What follows belongs to an exercise in optimizing a design on an open flow for small area and a short achievable clock period; a production flow would make more cautious choices. The RTL was checked by simulation tests, not by an equivalence proof against the original design. Power and IR drop assume default switching activity.

job 1610:
==> flow/design.v <==
module apb_regbank_aoi3 (
  input  logic a0, s0, a1, s1, a2, s2,
  output logic y
);
  assign y = !((a0 && s0) || (a1 && s1) || (a2 && s2));
endmodule
module apb_slave_regbank #(
  parameter int                          NUM_SLAVES  = 3,
  parameter int                          ADDR_WIDTH  = 32,
  parameter int                          DATA_WIDTH  = 32,
  parameter int                          DEPTH       = 16,
  parameter int                          WAIT_CYCLES = 0,
  parameter logic [DATA_WIDTH-1:0]       RESET_VALUE = '0
) (
  input  logic                    pclk,
  input  logic                    presetn,
  input  logic [NUM_SLAVES-1:0]   psel,
  input  logic                    penable,
  input  logic                    pwrite,
  input  logic [ADDR_WIDTH-1:0]   paddr,
  input  logic [DATA_WIDTH-1:0]   pwdata,
  input  logic [DATA_WIDTH/8-1:0] pstrb,
  output logic [DATA_WIDTH-1:0]   prdata,
  output logic                    pready,
  output logic                    pslverr
);
  localparam int NB  = DATA_WIDTH / 8;
  localparam int LSB = $clog2(NB);
  localparam int IW  = $clog2(DEPTH);
  localparam int NW  = NUM_SLAVES * DEPTH;
  logic [DATA_WIDTH-1:0] mem [NW];
  logic [NW-1:0]         valid;                
  logic                  wacc;                 
  logic [NUM_SLAVES-1:0] wbank_q;              
  logic [IW-1:0]         wword_q;
  logic [NB-1:0]         wstrb_q;              
  logic [NW-1:0]         wsel;                 
  logic                  acc;                  
  logic                  err_q;
  logic [DATA_WIDTH-1:0] rd_q;
  logic [IW-1:0]         word;
  logic                  setup, onehot, err;
  logic [NW-1:0]         dec;
  logic [DATA_WIDTH-1:0] rd, wd;
  assign word   = paddr[LSB +: IW];
  assign setup  = (psel != '0) && !penable;
  assign onehot = (psel != '0) && ((psel & (psel - 1'b1)) == '0);
  assign err    = !onehot || (paddr[LSB-1:0] != '0) || ((paddr >> (LSB + IW)) != '0);
  always_comb
    for (int s = 0; s < NUM_SLAVES; s++)
      for (int w = 0; w < DEPTH; w++)
        dec[s*DEPTH+w] = psel[s] && (word == IW'(w));
  logic [NW-1:0]         rsel;
  logic [DATA_WIDTH-1:0] rdn [DEPTH];
  assign rsel = dec & valid;
  for (genvar w = 0; w < DEPTH; w++) begin : g_word
    for (genvar b = 0; b < DATA_WIDTH; b++) begin : g_bit
      apb_regbank_aoi3 u_aoi (
        .a0(mem[w][b]), .s0(rsel[w]),
        .a1(mem[DEPTH + w][b]), .s1(rsel[DEPTH + w]),
        .a2(mem[2*DEPTH + w][b]), .s2(rsel[2*DEPTH + w]),
        .y(rdn[w][b]));
    end
  end
  always_comb begin
    rd = '0;
    for (int w = 0; w < DEPTH; w++) rd |= ~rdn[w];
    if (pwrite || err) rd = '0;
  end
  always_ff @(posedge pclk) begin
    rd_q    <= rd;
    err_q   <= err;
    wbank_q <= psel;
    wword_q <= word;
    wstrb_q <= pstrb;
  end
  always_ff @(posedge pclk or negedge presetn)
    if (!presetn) begin
      acc  <= 1'b0;
      wacc <= 1'b0;
    end else begin
      acc  <= setup;
      wacc <= setup && pwrite && !err;
    end
  assign pready  = acc;
  assign pslverr = err_q;
  assign prdata  = rd_q;
  always_comb
    for (int s = 0; s < NUM_SLAVES; s++)
      for (int w = 0; w < DEPTH; w++)
        wsel[s*DEPTH+w] = wacc && wbank_q[s] && (wword_q == IW'(w));
  always_comb
    for (int b = 0; b < NB; b++) wd[8*b +: 8] = wstrb_q[b] ? pwdata[8*b +: 8] : 8'd0;
  always_ff @(posedge pclk or negedge presetn)
    if (!presetn) valid <= '0;
    else          valid <= valid | wsel;
  always_ff @(posedge pclk)
    for (int i = 0; i < NW; i++)
      for (int b = 0; b < NB; b++)
        if (wsel[i] && (wstrb_q[b] || !valid[i])) mem[i][8*b +: 8] <= wd[8*b +: 8];
endmodule
clock: 6.0 ns
lec_check: 0
cap_margin: 20
core_margin: 2
core_utilization: 30
cts_buf_list: sky130_fd_sc_hd__clkbuf_8
cts_cluster_diameter: 60
cts_cluster_size: 16
setup_slack_margin: 3.4
slew_margin: 20
synth_hierarchical: 1
run.sh (not shown) runs the stock make flow with config.mk's settings and CLKGATE_MAP_FILE= SYNTH_SCRIPT=/design/flow/synth_recipe.tcl, a recipe that flattens the netlist after the stock synthesis.
#### Input delta (job 9058 over job 1610)
--- a/flow/design.v
+++ b/flow/design.v
@@ -2,8 +2,26 @@
   input  logic a0, s0, a1, s1, a2, s2,
   output logic y
 );
   assign y = !((a0 && s0) || (a1 && s1) || (a2 && s2));
+endmodule
+module apb_regbank_nand4 (
+  input  logic a, b, c, d,
+  output logic y
+);
+  assign y = !(a && b && c && d);
+endmodule
+module apb_regbank_nor2 (
+  input  logic a, b,
+  output logic y
+);
+  assign y = !(a || b);
+endmodule
+module apb_regbank_aoi21 (
+  input  logic a1, a2, b1,
+  output logic y
+);
+  assign y = !((a1 && a2) || b1);
 endmodule
 module apb_slave_regbank #(
   parameter int                          NUM_SLAVES  = 3,
   parameter int                          ADDR_WIDTH  = 32,
@@ -29,11 +47,9 @@
   localparam int IW  = $clog2(DEPTH);
   localparam int NW  = NUM_SLAVES * DEPTH;
   logic [DATA_WIDTH-1:0] mem [NW];
   logic [NW-1:0]         valid;                
-  logic                  wacc;                 
-  logic [NUM_SLAVES-1:0] wbank_q;              
-  logic [IW-1:0]         wword_q;
+  logic [NW-1:0]         wsel_n;               
   logic [NB-1:0]         wstrb_q;              
   logic [NW-1:0]         wsel;                 
   logic                  acc;                  
   logic                  err_q;
@@ -61,35 +77,37 @@
         .a2(mem[2*DEPTH + w][b]), .s2(rsel[2*DEPTH + w]),
         .y(rdn[w][b]));
     end
   end
-  always_comb begin
-    rd = '0;
-    for (int w = 0; w < DEPTH; w++) rd |= ~rdn[w];
-    if (pwrite || err) rd = '0;
+  logic rd_ok;
+  assign rd_ok = !(pwrite || err);
+  for (genvar b = 0; b < DATA_WIDTH; b++) begin : g_rd
+    logic [3:0] t;
+    logic [1:0] m;
+    for (genvar k = 0; k < 4; k++) begin : g_t
+      apb_regbank_nand4 u_t (.a(rdn[4*k][b]), .b(rdn[4*k+1][b]), .c(rdn[4*k+2][b]), .d(rdn[4*k+3][b]), .y(t[k]));
+    end
+    apb_regbank_nor2 u_m0 (.a(t[0]), .b(t[1]), .y(m[0]));
+    apb_regbank_nor2 u_m1 (.a(t[2]), .b(t[3]), .y(m[1]));
+    apb_regbank_aoi21 u_y (.a1(m[0]), .a2(m[1]), .b1(!rd_ok), .y(rd[b]));
   end
   always_ff @(posedge pclk) begin
     rd_q    <= rd;
     err_q   <= err;
-    wbank_q <= psel;
-    wword_q <= word;
     wstrb_q <= pstrb;
   end
   always_ff @(posedge pclk or negedge presetn)
     if (!presetn) begin
-      acc  <= 1'b0;
-      wacc <= 1'b0;
+      acc    <= 1'b0;
+      wsel_n <= '1;
     end else begin
-      acc  <= setup;
-      wacc <= setup && pwrite && !err;
+      acc    <= setup;
+      wsel_n <= (setup && pwrite && !err) ? ~dec : '1;
     end
   assign pready  = acc;
   assign pslverr = err_q;
   assign prdata  = rd_q;
-  always_comb
-    for (int s = 0; s < NUM_SLAVES; s++)
-      for (int w = 0; w < DEPTH; w++)
-        wsel[s*DEPTH+w] = wacc && wbank_q[s] && (wword_q == IW'(w));
+  assign wsel = ~wsel_n;
   always_comb
     for (int b = 0; b < NB; b++) wd[8*b +: 8] = wstrb_q[b] ? pwdata[8*b +: 8] : 8'd0;
   always_ff @(posedge pclk or negedge presetn)
     if (!presetn) valid <= '0;
--- outcome ---
[compare] base=job 1610 new=job 9058: share of cell area taken by multi-input logic gates shows a reduction of 0.80 points; design area shows an increase of about 1%; power share of the combinational group shows a reduction of 0.2 points. Flops: job 9058 more than job 1610. Between job 1610 and job 9058, the initial cell density of the core figures differ only marginally. Diff job 1610 -> job 9058: post-cts sizing count went up by 52, share of synthesized flip-flops with an asynchronous set or reset went up. Compared job 9058 vs job 1610, and final routed wirelength across all metal layers is down in job 9058. For the average wire per cell in the routed design, job 9058 came in 4.8% lower than job 1610 did. On job 9058: met3 usage is 0.16 points lower than what job 1610 gave.

separate check: timing with driven ports:
No port has a modelled driver above. Below, the same layouts with a new extraction and two added sets of constraints.
Step 1: set_driving_cell puts a clkbuf_16 on pclk and a buf_2 on each other input, an assumption about the parent block.
Step 2 moves the port delays by t, midway between the first and last clock arrival at a register: inputs arrive t later, outputs are due t later. That takes back most of the time a late clock gives input paths.
Slacks: ideal / step 1 / step 2; pairs: ideal / step 1.
| run | shift t [ns] | setup slack, ns | worst setup path after step 2 | clock arrival spread, ns | slew at the worst register clock pin (ns) |
|---|---|---|---|---|---|
| job 1610 | 0.935 | 3.322 / 3.256 / 2.320 | input to register | 0.047 / 0.047 | 0.11 / 0.11 |
| job 9058 | 0.955 | 3.298 / 3.229 / 2.458 | input to register | 0.054 / 0.055 | 0.11 / 0.11 |
After both steps setup and hold are still met in every run listed. The setup slack of job 1610, which loses most, moves by -0.066 ns with the drivers and by -1.002 ns with both steps.
